This is an optimization exercise on Yosys and OpenROAD, whose aim is small area, a short achievable clock period and few clock cycles per item, not a production implementation. Only simulation tests tie the RTL to the original design; equivalence was not proved.

==> inputs of run a <==
==> flow/design.v (excerpt) <==
module catmull_rom_point_evaluator_unit (
  input  logic                          clk,
  input  logic                          rst_n,
  input  logic                          in_valid,
  output logic                          in_ready,
  input  logic [crpe_pkg::T_FRAC_BITS-1:0] in_t_frac,
  output logic                          out_valid,
  input  logic                          out_ready,
  output logic [crpe_pkg::COORD_WIDTH-1:0] curve_x,
  output logic [crpe_pkg::COORD_WIDTH-1:0] curve_y,
  input  logic                          psel,
  input  logic                          penable,
  input  logic                          pwrite,
  input  logic [crpe_pkg::CFG_AW-1:0]   paddr,
  input  logic [crpe_pkg::CFG_DW-1:0]   pwdata,
  output logic [crpe_pkg::CFG_DW-1:0]   prdata,
  output logic                          pready
);
Settings: LEC_CHECK=0, ABC_AREA=1, CAP_MARGIN=20, CORE_MARGIN=2, CORE_UTILIZATION=40, SETUP_SLACK_MARGIN=5, SLEW_MARGIN=20; clock period 10.0 ns.
standard.sh (not shown) runs the stock make flow with config.mk's settings and CLKGATE_MAP_FILE= SYNTH_SCRIPT=/design/flow/synth_recipe.tcl, a recipe that flattens the netlist after the stock synthesis.
==> flow/flow/run.sh <==
#!/bin/bash
# The standard layout (standard.sh, all steps), with Yosys's synth command
# given -noabc: the generic ABC pass before full-adder extraction is skipped,
# so that the explicit adder trees of the RTL reach extract_fa as written.
# The registers are those of the standard synthesis. Each tool's output goes
# to the ORFS logs under orfs/logs; make's output goes to standard_flow.log.
set -euo pipefail
bash standard.sh SYNTH_ARGS=-noabc finish > standard_flow.log 2>&1
==> run b: changes against run a <==
==> flow/run.sh (new file) <==
#!/bin/bash
# synth_recipe.tcl (not shown) runs the flow's synth.tcl, then flattens the netlist and writes it again
# the make line also repeats each setting of config.mk as NAME=value (left out here)
make -C /OpenROAD-flow-scripts/flow DESIGN_CONFIG=/design/flow/config.mk WORK_HOME=/design/flow/orfs CLKGATE_MAP_FILE= SYNTH_SCRIPT=/design/flow/synth_recipe.tcl finish
removed: flow/flow/run.sh
removed: flow/standard.sh
==> results.json <==
{
  "place_ws_ps": 3761,
  "status": "no timing/DRC/antenna violations",
  "gr-usage-met1": 0.3475,
  "fp.dieH_um": 449.9,
  "synth_seq_area_share": 0.2432,
  "synthMuxAreaShare": 0.001133,
  "fmaxAchievable_mhz": 199.0,
  "multi_input_area_share": 0.5978,
  "synth-xor-area-share": 0.1242,
  "r2r-end": "u_blend_x.coord[11]",
  "seq_area_frac": 0.2142,
  "worst-path-buf-inv": 2,
  "fin_area_sq_um": 90310
}
# the run above: run b

==> results.json <==
{
  "status": "no timing/DRC/antenna violations",
  "place_ws_ps": 3722,
  "synthMuxAreaShare": 0.002735,
  "fin_area_sq_um": 85950,
  "seq_area_frac": 0.2251,
  "fmaxAchievable_mhz": 200.5,
  "synth_seq_area_share": 0.2516,
  "multi_input_area_share": 0.6162
}
# the run above: run a

Testbench counts of run a, summed over its fixed seeds: cycles 9,536, items 8,192.
Testbench counts of run b, summed over its fixed seeds: cycles 9,536, items 8,192.

---

==> inputs of exp/umber <==
catmull_rom_point_evaluator_unit, a different RTL version from the one above (not shown whole).
clock: 10.0 ns
lec_check: 0
abc_area: 1
cap_margin: 20
core_margin: 2
core_utilization: 40
cts_cluster_diameter: 120
cts_cluster_size: 20
setup_slack_margin: 5
slew_margin: 20
==> flow/flow/run.sh <==
#!/bin/bash
# The standard layout (standard.sh, all steps), with Yosys's synth command
# given -noabc: the generic ABC pass before full-adder extraction is skipped,
# so that the explicit adder trees of the RTL reach extract_fa as written.
# The buffers that ABC inserts are removed at floorplan (REMOVE_ABC_BUFFERS),
# leaving buffering to OpenROAD's repair. The registers are those of the
# standard synthesis. Each tool's output goes to the ORFS logs under
# orfs/logs; make's output goes to standard_flow.log.
set -euo pipefail
bash standard.sh SYNTH_ARGS=-noabc REMOVE_ABC_BUFFERS=1 finish > standard_flow.log 2>&1
==> inputs of exp/cedar, as changes to exp/umber <==
- TNS_END_PERCENT: not set -> 0
==> notes.md <==
Number of post-CTS setup repair buffers: exp/umber 118; exp/cedar 27
Worst Hold Slack: exp/umber 0.463 ns; exp/cedar 0.465 ns
Post-route non-filler standard cell count: exp/umber 9812; exp/cedar 9788
Clock buffer and inverter area fraction after layout: exp/umber 1.52%; exp/cedar 1.53%
Share of the clock period used by the worst path after layout: exp/umber 50.5%; exp/cedar 51.5%
Routed length per instance: exp/umber 27.4 um; exp/cedar 27.2 um
Overall Global Routing Usage: exp/umber 27.4%; exp/cedar 27.1%
Worst setup margin: exp/umber 4.95 ns; exp/cedar 4.85 ns
Post-route clock skew: exp/umber 0.0490 ns; exp/cedar 0.0492 ns
Min cycle time layout: exp/umber 5.05 ns; exp/cedar 5.15 ns
Result of the run: exp/umber no timing/DRC/antenna violations; exp/cedar no timing/DRC/antenna violations
Area taken by multi-input logic gates: exp/umber 52700 sq um; exp/cedar 52600 sq um
Origin of the critical flop-to-flop path: exp/umber u_weights.eu2[20]; exp/cedar u_weights.ee2[14]
End of the critical path: exp/umber u_blend_y.s3[50]; exp/cedar u_blend_x.s3[59]
Testbench counts of exp/umber, summed over its fixed seeds: cycles 9,536, items 8,192.
Testbench counts of exp/cedar, summed over its fixed seeds: cycles 9,536, items 8,192.

==> what the ideal ports hide <==
In the flow no input, the clock included, has a driving cell. The finished layouts below were timed again as built, in two steps.
Step 1 (the two cells are an assumption about what drives the block):
set clk [get_ports {clk}]
set_driving_cell -lib_cell sky130_fd_sc_hd__clkbuf_16 $clk
set_driving_cell -lib_cell sky130_fd_sc_hd__buf_2 [delete_from_list [all_inputs] $clk]
Step 2 also shifts input and output timing later by t, the mid clock arrival at the registers, as if the neighbouring blocks saw the same clock.
Three values: ideal ports, drivers, drivers and shift; two values: the first two.
run	t, ns	setup slack, ns	hold WS [ns]	worst setup path after step 2
run a	0.796	5.013 / 5.013 / 5.010	0.458 / 0.458 / 0.458	input to register
run b	0.816	4.976 / 4.976 / 4.976	0.472 / 0.472 / 0.472	register to register
exp/umber	0.768	4.954 / 4.954 / 4.808	0.463 / 0.463 / 0.463	input to register
exp/cedar	0.776	4.855 / 4.855 / 4.814	0.465 / 0.465 / 0.465	input to register
After both steps setup and hold are still met in every run listed. The setup slack of exp/umber, which loses most, moves by 0.000 ns with the drivers and by -0.146 ns with both steps.
